This is an optimization exercise on Yosys and OpenROAD, whose aim is small area, not a production implementation. Power figures rest on the tool's default switching activity, not on a simulated workload.

job 1452:
## rv32i_core
module rv32i_core #(
    parameter logic [31:0] RESET_PC = '0
) (
    input  logic             clk,
    input  logic             rst,
    output logic [31:0]      imem_addr,
    input  logic [31:0]      imem_data,
    output logic             wb_valid,
    output logic [4:0]       wb_rd,
    output logic [31:0]      wb_data
);
    logic [4:0] p;
    logic [2:0] fs;
    logic       clr;       
    logic       last;      
    assign last = &p;
    logic [31:0] ins;
    logic [2:0]  f3;
    logic [4:0]  rd;
    logic        is_op, is_opimm, is_lui, is_auipc, is_br, is_jal, is_jalr;
    logic        is_alu, is_shift, is_slt, writes, rdnz;
    assign ins      = imem_data;
    assign f3       = ins[14:12];
    assign rd       = ins[11:7];
    assign is_op    = ins[6:0] == rv32_pkg::OPC_OP;
    assign is_opimm = ins[6:0] == rv32_pkg::OPC_OP_IMM;
    assign is_lui   = ins[6:0] == rv32_pkg::OPC_LUI;
    assign is_auipc = ins[6:0] == rv32_pkg::OPC_AUIPC;
    assign is_br    = ins[6:0] == rv32_pkg::OPC_BRANCH;
    assign is_jal   = ins[6:0] == rv32_pkg::OPC_JAL;
    assign is_jalr  = ins[6:0] == rv32_pkg::OPC_JALR;
    assign is_alu   = is_op || is_opimm;
    assign is_shift = is_alu && f3[1:0] == 2'b01;
    assign is_slt   = is_alu && f3[2:1] == 2'b01;
    assign writes   = is_alu || is_lui || is_auipc || is_jal || is_jalr;
    assign rdnz     = rd != 5'd0;
    logic f_exec, f_cmp, f_copy, f_shift, f_wb, f_npc;
    always_comb begin
        f_exec  = 1'b0;
        f_cmp   = 1'b0;
        f_copy  = 1'b0;
        f_shift = 1'b0;
        f_wb    = 1'b0;
        f_npc   = 1'b0;
        if (!clr) begin
            if (is_shift) begin
                f_copy  = fs == 3'd1;
                f_shift = fs == 3'd2;
                f_wb    = fs == 3'd3;
                f_npc   = fs == 3'd4;
            end else if (is_slt) begin
                f_cmp   = fs == 3'd1;
                f_exec  = fs == 3'd2;
                f_npc   = fs == 3'd3;
            end else if (is_br) begin
                f_cmp   = fs == 3'd1;
                f_npc   = fs == 3'd2;
            end else begin
                f_exec  = fs == 3'd1;
                f_npc   = fs == 3'd2;
  ...
Size in the first run: roughly 1,900 cells after synthesis, about 26,000 um2 of cells after synthesis.
Settings: LEC_CHECK=0, ABC_AREA=1, CAP_MARGIN=20, CORE_MARGIN=2, CORE_UTILIZATION=40, SLEW_MARGIN=20; clock period 8.5 ns.
standard.sh (not shown) runs the stock make flow with config.mk's settings and CLKGATE_MAP_FILE= SYNTH_SCRIPT=/design/flow/synth_recipe.tcl, a recipe that flattens the netlist after the stock synthesis.
==> flow/flow/run.sh <==
#!/bin/bash
# Standard layout; CTS with large sink clusters, no dummy loads; small port buffers
export CTS_ARGS="-sink_clustering_enable -repair_clock_nets -dont_use_dummy_load -sink_clustering_size 28 -sink_clustering_max_diameter 100 -buf_list {sky130_fd_sc_hd__clkbuf_16}"
export BUFFER_PORTS_ARGS="-buffer_cell sky130_fd_sc_hd__buf_1"
bash standard.sh > standard.log 2>&1
Relative to job 1452, the following input files were edited for job 3343:
==> flow/run.sh (new file) <==
#!/bin/bash
# synth_recipe.tcl (not shown) runs the flow's synth.tcl, then flattens the netlist and writes it again
# the make line also repeats each setting of config.mk as NAME=value (left out here)
make -C /OpenROAD-flow-scripts/flow DESIGN_CONFIG=/design/flow/config.mk WORK_HOME=/design/flow/orfs CLKGATE_MAP_FILE= SYNTH_SCRIPT=/design/flow/synth_recipe.tcl finish
removed: flow/flow/run.sh
removed: flow/standard.sh
## What came out
- On job 3343: clock network latency to the later pin of the worst-skew pair is 20 ps higher than what job 1452 gave.
- Job 1452 has lower number of H-tree levels than job 3343.
- Taking job 1452 as the reference, in job 3343 global-route wire length before repair shows an increase of 3.4%, combinational cell fraction of total power shows a reduction of 0.2 points, time the final worst path needs with I/O delays and setup shows an increase of 310 ps.
Changes in job 2484 relative to job 3343:
==> flow/flow/run.sh (new file) <==
#!/bin/bash
# Standard layout; CTS with large sink clusters, no dummy loads; small port buffers
export CTS_ARGS="-sink_clustering_enable -repair_clock_nets -dont_use_dummy_load -sink_clustering_size 32 -sink_clustering_max_diameter 60 -buf_list {sky130_fd_sc_hd__clkbuf_16}"
export BUFFER_PORTS_ARGS="-buffer_cell sky130_fd_sc_hd__buf_1"
bash standard.sh > standard.log 2>&1
==> flow/standard.sh (new file) <==
#!/bin/bash
# synth_recipe.tcl (not shown) runs the flow's synth.tcl, then flattens the netlist and writes it again
# the make line also repeats each setting of config.mk as NAME=value (left out here)
make -C /OpenROAD-flow-scripts/flow DESIGN_CONFIG=/design/flow/config.mk WORK_HOME=/design/flow/orfs CLKGATE_MAP_FILE= SYNTH_SCRIPT=/design/flow/synth_recipe.tcl "${@:-finish}"
removed: flow/run.sh
Critical path's largest stage delay across job 3343 and job 2484: no real change. Of job 3343 and job 2484, the run reporting the higher maximum fanout count along the critical path was job 2484. Diff job 3343 -> job 2484 | growth of design area from synthesis to finish | decrease of 10 points. Going from job 3343 to job 2484, number of clock-tree buffers in the layout went down by 82; clock group share of total power shows a reduction of 13 points; maximum frequency from static timing analysis climbed about 4.3%; via count down about 3.3%; critical path depth rose by 3. When the final numbers for job 3343 and job 2484 were put side by side, the number of levels in the clock H-tree turned out to be greater in job 3343.
[inputs] job 6573 vs job 2484
==> flow/flow/run.sh <==
#!/bin/bash
# Standard layout, CTS without dummy loads and with smaller clock buffers
export CTS_ARGS="-sink_clustering_enable -repair_clock_nets -dont_use_dummy_load -buf_list {sky130_fd_sc_hd__clkbuf_4 sky130_fd_sc_hd__clkbuf_8}"
bash standard.sh > standard.log 2>&1
## What came out
- Critical path depth came out lower on job 6573 than on job 2484.
- Final cell area: job 6573 above job 2484
- Share of the clock period used by the worst path was lower in the run labelled job 2484.
- Going from job 2484 to job 6573, max-slew headroom at the worst pin higher; transition at the pin with the smallest max-transition slack shows a reduction of 250 ps; number of non-clock buffers went up by about 2.7%; post-route worst setup slack has decreased; worst setup slack for register-to-register paths went down by 170 ps.
- Clock group power, job 6573 vs job 2484: up by more than a quarter
- The number of buffer and inverter stages on the critical path of job 6573 and that of job 2484 are within noise of each other.
- For the via count, job 6573 came in 608 higher than job 2484 did.
No run of this note included a check of the RTL's function; only the layout flow was run.

==> re-timing with driven ports <==
Ports are ideal in the flow. The routed layouts listed here were re-timed in OpenROAD.
Step 1: set_driving_cell puts a clkbuf_16 on clk and a buf_2 on each other input, an assumption about the parent block.
Step 2 adds t to the input delays and takes it off the output delays; t is the mean of the earliest and latest rising clock arrival at the registers after step 1. Input paths then give back, and output paths get back, about the clock's delay inside the block.
Three values: ideal, step 1, step 2; two values: the first two.
run	shift t [ns]	setup WS [ns]	worst setup path at the end	clock arrival spread, ns	worst slew at a driven data input, ns
job 1452	0.627	1.920 / 1.926 / 1.299	input to register	0.117 / 0.116	0.13
job 3343	0.697	1.614 / 1.627 / 0.930	input to register	0.030 / 0.030	0.11
job 2484	0.634	1.899 / 1.907 / 1.273	input to register	0.099 / 0.100	0.13
job 6573	0.775	1.684 / 1.674 / 0.899	input to register	0.081 / 0.081	0.12
After both steps every run listed still meets setup and hold. The setup slack of job 6573, which loses most, moves by -0.010 ns with the drivers and by -0.785 ns with both steps.
